What follows belongs to an exercise in optimizing a design on an open flow for small area and a short achievable clock period; a production flow would make more cautious choices. In this exercise RTL edits were held to simulation tests only and were not proved equivalent to the original. Power is estimated from default activity; no workload was simulated.

== v1 ==
==> flow/design.v <==
module mem_responder #(
    parameter int DATA_W      = 8,
    parameter int ADDR_W      = 8,
    parameter int WAIT_CYCLES = 1
) (
    input  logic              clk,
    input  logic              rst,
    input  logic              MemRead,
    input  logic              MemWrite,
    input  logic [ADDR_W-1:0] Addr,
    input  logic [DATA_W-1:0] WriteData,
    output logic [DATA_W-1:0] ReadData,
    output logic              Ready,
    output logic              Busy,
    output logic              Err,
    output logic [DATA_W-1:0] IOOut
);
    localparam int RL    = 2;                   
    localparam int RLEN  = 1 << RL;             
    localparam int MB    = (ADDR_W - RL) / 2;   
    localparam int HB    = ADDR_W - RL - MB;    
    localparam int NM    = 1 << MB;
    localparam int NH    = 1 << HB;
    localparam int NRING = NH * NM;
    localparam int NTAP  = RLEN / 2;            
    localparam int NWL   = NRING * NTAP;
    localparam int NGRP  = 8;                   
    localparam int GSIZE = NWL / NGRP;
    localparam int NSEL = (1 << (ADDR_W - 2 - (ADDR_W - 2) / 2)) + (1 << ((ADDR_W - 2) / 2)) + 2;
    logic r_busy, r_busyOut, r_wait, r_access, r_done, r_err;
    logic [NSEL-1:0] r_sel;
    logic w_accept, w_illegal;
    assign w_accept  = !r_busy && (MemRead ^ MemWrite);
    assign w_illegal = !r_busy && MemRead && MemWrite;
    always_ff @(posedge clk) begin
        if (rst) begin
            r_busy    <= 1'b0;
            r_busyOut <= 1'b0;
            r_sel     <= '0;
            r_wait    <= 1'b0;
            r_access  <= 1'b0;
            r_done    <= 1'b0;
            r_err     <= 1'b0;
        end else begin
            r_busy    <= (!r_busy && (MemRead || MemWrite)) || r_wait || r_access;
            r_busyOut <= w_accept || w_illegal || r_wait || r_access;
            for (int k = 0; k < NSEL; k++)
                r_sel[k] <= (!(k == 0 ? r_busyOut : r_sel[k-1]) && (MemRead || MemWrite)) || r_wait || r_access;
            r_wait    <= w_accept;
            r_access  <= r_wait;
            r_done    <= r_access;
            r_err     <= w_illegal;
        end
    end
    logic [RL:0]   r_cnt;
    logic [RL-1:0] w_phase;
    always_ff @(posedge clk) begin
        r_cnt <= r_cnt + 1'b1;
    end
    assign w_phase = r_cnt[RL-1:0];
    logic [NH-1:0]     w_hiIn;
    logic [NM-1:0]     w_midIn;
    logic [NTAP-1:0]   w_tapIn;       
    logic [NTAP-1:0]   w_tapNext;     
    logic [RL-1:0]     w_slotNext;
    logic [RLEN-1:0]   r_lsel [NTAP];  
    always_ff @(posedge clk) begin
        for (int i = 0; i < NTAP; i++)
            for (int l = 0; l < RLEN; l++)
                r_lsel[i][l] <= (RL'(l + w_phase + 1'b1) == RL'(2 * i + 1));
    end
    assign w_slotNext = RL'(Addr[RL-1:0] + w_phase + 1'b1);
    for (genvar i = 0; i < NH; i++) begin : g_hiIn
        assign w_hiIn[i] = (Addr[ADDR_W-1:ADDR_W-HB] == HB'(i));
    end
    for (genvar i = 0; i < NM; i++) begin : g_midIn
        assign w_midIn[i] = (Addr[RL+MB-1:RL] == MB'(i));
    end
    for (genvar i = 0; i < NTAP; i++) begin : g_tapIn
        assign w_tapIn[i]   = r_lsel[i][Addr[RL-1:0]];
        assign w_tapNext[i] = (w_slotNext == RL'(2 * i + 1));
    end
    logic              r_isWrite;
    logic              r_isIo;
    logic [NH-1:0]     r_hi;
    logic [NM-1:0]     r_mid;
    logic [RL-1:0]     r_lo;
    logic [DATA_W-1:0] r_wdata;
    logic [NTAP-1:0]   r_tapW;        
    always_ff @(posedge clk) begin
        if (!r_busy) begin
            r_isWrite <= MemWrite;
            r_isIo    <= &Addr;
            r_hi      <= w_hiIn;
            r_mid     <= w_midIn;
            r_lo      <= Addr[RL-1:0];
            r_wdata   <= WriteData;
        end
        r_tapW <= w_tapNext;
    end
    logic              w_load;
    logic [NH-1:0]     r_wbHi;
    logic [NM-1:0]     r_wbMid;
    logic [RL-1:0]     r_wbLo;
    logic [DATA_W-1:0] r_wbData;
    logic [RL:0]       w_wbVNext;
    logic              r_wbMatch;     
    logic              r_wbMatchB;    
    logic              r_wbFlip;      
    assign w_load    = r_access && r_isWrite && !rst && !r_isIo;
    assign w_wbVNext = (RL + 1)'((w_load ? r_lo : r_wbLo) + r_cnt + 1'b1);
    always_ff @(posedge clk) begin
        if (w_load) begin
            r_wbHi   <= r_hi;
            r_wbMid  <= r_mid;
            r_wbLo   <= r_lo;
            r_wbData <= r_wdata;
        end
        r_wbMatch  <= (w_wbVNext[RL-1:0] == RL'(RLEN - 1));
        r_wbMatchB <= (w_wbVNext[RL-1:0] == RL'(RLEN - 1));
        r_wbFlip   <= w_wbVNext[RL];
    end
    logic [DATA_W-1:0] r_ring [NRING][RLEN];
    logic [NRING-1:0]  w_we;
    logic [NRING-1:0]  w_keep;
    logic [DATA_W-1:0] w_wd;
    assign w_wd = r_wbData ^ {DATA_W{r_wbFlip}};
    for (genvar j = 0; j < NRING; j++) begin : g_ring
        assign w_we[j]   = r_wbMatch && r_wbHi[j / NM] && r_wbMid[j % NM];
        assign w_keep[j] = !(r_wbMatchB && r_wbHi[j / NM] && r_wbMid[j % NM]);
        always_ff @(posedge clk) begin
            r_ring[j][0] <= ~((r_ring[j][RLEN-1] & {DATA_W{w_keep[j]}}) | (w_wd & {DATA_W{w_we[j]}}));
            for (int k = 1; k < RLEN; k++) r_ring[j][k] <= r_ring[j][k-1];
        end
    end
    logic [NH-1:0]      w_hiS;
    logic [NM-1:0]      w_midS;
    logic [NTAP-1:0]    w_tapS;
    logic [NWL-1:0]     w_wl;
    logic [NGRP-1:0]    r_part [DATA_W];
    logic [DATA_W-1:0]  w_look;        
    logic [DATA_W-1:0]  r_rdHold;
    logic               r_fwd;
    logic               r_rdPol;
    logic [RL:0]        w_vPrev;
    for (genvar h = 0; h < NH; h++) begin : g_hiS
        assign w_hiS[h] = r_sel[h] ? r_hi[h] : w_hiIn[h];
    end
    for (genvar m = 0; m < NM; m++) begin : g_midS
        assign w_midS[m] = r_sel[NH + m] ? r_mid[m] : w_midIn[m];
    end
    for (genvar i = 0; i < NTAP; i++) begin : g_tapS
        assign w_tapS[i] = r_sel[NH + NM + i] ? r_tapW[i] : w_tapIn[i];
    end
    for (genvar j = 0; j < NRING; j++) begin : g_wl
        for (genvar i = 0; i < NTAP; i++) begin : g_tap
            assign w_wl[j * NTAP + i] = w_hiS[j / NM] && w_midS[j % NM] && w_tapS[i];
        end
    end
    always_ff @(posedge clk) begin
        for (int b = 0; b < DATA_W; b++) begin
            for (int g = 0; g < NGRP; g++) begin
                logic acc;
                acc = 1'b0;
                for (int x = g * GSIZE; x < (g + 1) * GSIZE; x++) begin
                    acc = acc | (w_wl[x] && r_ring[x / NTAP][2 * (x % NTAP) + 1][b]);
                end
                r_part[b][g] <= acc;
            end
        end
    end
    always_comb begin
        for (int b = 0; b < DATA_W; b++) w_look[b] = |r_part[b];
    end
    assign w_vPrev = (RL + 1)'(r_lo + r_cnt - 1'b1);
    always_ff @(posedge clk) begin
        r_rdHold <= w_look;
        r_fwd    <= (r_hi == r_wbHi) && (r_mid == r_wbMid) && (r_lo == r_wbLo);
        r_rdPol  <= w_vPrev[RL];
    end
    logic [DATA_W-1:0] r_ioOut;
    always_ff @(posedge clk) begin
        if (rst) begin
            r_ioOut <= '0;
        end else if (r_access && r_isWrite && r_isIo) begin
            r_ioOut <= r_wdata;
        end
    end
    assign IOOut = r_ioOut;
    logic [DATA_W-1:0] r_readData;
    always_ff @(posedge clk) begin
        if (rst) begin
            r_readData <= '0;
        end else if (r_access && !r_isWrite) begin
            r_readData <= r_isIo ? r_ioOut : (r_fwd ? r_wbData : (r_rdHold | w_look) ^ {DATA_W{r_rdPol}});
        end
    end
    assign ReadData = r_readData;
    assign Ready    = r_done;
    assign Busy     = r_busyOut;
    assign Err      = r_err;
endmodule
export LEC_CHECK = 0
export CAP_MARGIN = 10
export CORE_MARGIN = 2
export CORE_UTILIZATION = 68
export SETUP_SLACK_MARGIN = 1.6
export SLEW_MARGIN = 10
create_clock -name core_clock -period 3.6 [get_ports {clk}]
standard.sh (not shown) runs the stock make flow with config.mk's settings and CLKGATE_MAP_FILE= SYNTH_SCRIPT=/design/flow/synth_recipe.tcl, a recipe that flattens the netlist after the stock synthesis.
==> flow/flow/run.sh <==
#!/bin/bash
# Layout flow: the standard ORFS flow (standard.sh) with three changes:
# - the port buffers are a plain buffer instead of the delay buffer that
#   buffer_ports picks by itself;
# - repair_timing may resize across cell footprints;
# - clock tree synthesis adds no dummy loads and clusters up to 30 sinks per
#   leaf buffer.
# The make output goes to flow_make.log here; ORFS keeps each step's log under
# orfs/logs/.
set -euo pipefail
bash standard.sh \
    "BUFFER_PORTS_ARGS=-buffer_cell sky130_fd_sc_hd__buf_4" \
    "MATCH_CELL_FOOTPRINT=0" \
    "CTS_ARGS=-sink_clustering_enable -repair_clock_nets -dont_use_dummy_load -sink_clustering_size 30 -sink_clustering_max_diameter 60" \
    finish > flow_make.log 2>&1
#### Input delta (v31 over v1)
--- a/flow/design.v
+++ b/flow/design.v
@@ -21,13 +21,13 @@
     localparam int HB    = ADDR_W - RL - MB;    
     localparam int NM    = 1 << MB;
     localparam int NH    = 1 << HB;
     localparam int NRING = NH * NM;
     localparam int NTAP  = RLEN / 2;            
     localparam int NWL   = NRING * NTAP;
-    localparam int NGRP  = 8;                   
+    localparam int NGRP  = 16;                  
     localparam int GSIZE = NWL / NGRP;
     localparam int NSEL = (1 << (ADDR_W - 2 - (ADDR_W - 2) / 2)) + (1 << ((ADDR_W - 2) / 2)) + 2;
     logic r_busy, r_busyOut, r_wait, r_access, r_done, r_err;
     logic [NSEL-1:0] r_sel;
     logic w_accept, w_illegal;
     assign w_accept  = !r_busy && (MemRead ^ MemWrite);
@@ -136,16 +136,20 @@
     logic [NH-1:0]      w_hiS;
     logic [NM-1:0]      w_midS;
     logic [NTAP-1:0]    w_tapS;
     logic [NWL-1:0]     w_wl;
     logic [NGRP-1:0]    r_part [DATA_W];
     logic [DATA_W-1:0]  w_look;        
-    logic [DATA_W-1:0]  r_rdHold;
-    logic               r_fwd;
-    logic               r_rdPol;
     logic [RL:0]        w_vPrev;
+    logic               w_fwd;         
+    logic               w_useAlt;      
+    logic [DATA_W-1:0]  w_alt;
+    logic               w_idleHit;     
+    logic [DATA_W-1:0]  r_base;        
+    logic               r_lookEn;      
+    logic               r_lookPol;     
     for (genvar h = 0; h < NH; h++) begin : g_hiS
         assign w_hiS[h] = r_sel[h] ? r_hi[h] : w_hiIn[h];
     end
     for (genvar m = 0; m < NM; m++) begin : g_midS
         assign w_midS[m] = r_sel[NH + m] ? r_mid[m] : w_midIn[m];
     end
@@ -169,33 +173,43 @@
             end
         end
     end
     always_comb begin
         for (int b = 0; b < DATA_W; b++) w_look[b] = |r_part[b];
     end
-    assign w_vPrev = (RL + 1)'(r_lo + r_cnt - 1'b1);
-    always_ff @(posedge clk) begin
-        r_rdHold <= w_look;
-        r_fwd    <= (r_hi == r_wbHi) && (r_mid == r_wbMid) && (r_lo == r_wbLo);
-        r_rdPol  <= w_vPrev[RL];
-    end
+    assign w_vPrev   = (RL + 1)'(r_lo + r_cnt - 1'b1);
+    assign w_idleHit = w_vPrev[0];
+    assign w_fwd     = (r_hi == r_wbHi) && (r_mid == r_wbMid) && (r_lo == r_wbLo);
     logic [DATA_W-1:0] r_ioOut;
     always_ff @(posedge clk) begin
         if (rst) begin
             r_ioOut <= '0;
         end else if (r_access && r_isWrite && r_isIo) begin
             r_ioOut <= r_wdata;
         end
     end
-    assign IOOut = r_ioOut;
+    assign IOOut    = r_ioOut;
+    assign w_useAlt = r_isIo || w_fwd;
+    assign w_alt    = r_isIo ? r_ioOut : r_wbData;
+    always_ff @(posedge clk) begin
+        if (w_useAlt) begin
+            r_base <= w_alt;
+        end else if (w_idleHit) begin
+            r_base <= w_look ^ {DATA_W{w_vPrev[RL]}};
+        end else begin
+            r_base <= '0;
+        end
+        r_lookEn  <= !w_useAlt && !w_idleHit;
+        r_lookPol <= !w_useAlt && !w_idleHit && w_vPrev[RL];
+    end
     logic [DATA_W-1:0] r_readData;
     always_ff @(posedge clk) begin
         if (rst) begin
             r_readData <= '0;
         end else if (r_access && !r_isWrite) begin
-            r_readData <= r_isIo ? r_ioOut : (r_fwd ? r_wbData : (r_rdHold | w_look) ^ {DATA_W{r_rdPol}});
+            r_readData <= r_base | ((w_look & {DATA_W{r_lookEn}}) ^ {DATA_W{r_lookPol}});
         end
     end
     assign ReadData = r_readData;
     assign Ready    = r_done;
     assign Busy     = r_busyOut;
     assign Err      = r_err;
==> run notes <==
The lower count of clock-buffer cells in the layout of v31 and v1 is in v1. For power drawn by the clock network, v1 and v31 come out practically identical. Of v31 and v1, it is v31 that has the lower combinational power. Maximum frequency went up slightly going from v1 to v31. Compared to v1, v31 has first-pass GRT wire length 3000 um lower. Diff v1 -> v31: area of the mapped netlist moved up, final design instance area without fill moved up, ratio of final minimum period to clock period moved down, total power consumption of the routed design moved down.

[what the ideal ports hide]
Ports are ideal in the flow. The routed layouts listed here were re-timed in OpenROAD. Step 1 (the two cells are an assumption about what drives the block):
set clk [get_ports {clk}]
set_driving_cell -lib_cell sky130_fd_sc_hd__clkbuf_16 $clk
set_driving_cell -lib_cell sky130_fd_sc_hd__buf_2 [delete_from_list [all_inputs] $clk]
Step 2, shift: input delay + t, output delay - t, t = (earliest + latest rising clock arrival at the registers) / 2. This alone moves slack from input paths to output paths. Slacks: ideal / step 1 / step 2; pairs: ideal / step 1.
run	t, ns	slack for setup (ns)	hold slack, ns	latest minus earliest clock arrival (ns)	pins driven straight from the clock port
v1	0.754	1.497 / 1.497 / 0.806	0.216 / 0.174 / 0.269	0.076 / 0.076	1
v31	0.760	1.531 / 1.531 / 0.935	0.176 / 0.139 / 0.290	0.070 / 0.069	1
After both steps setup and hold are still met in every run listed. The setup slack of v1, which loses most, moves by 0.000 ns with the drivers and by -0.691 ns with both steps.
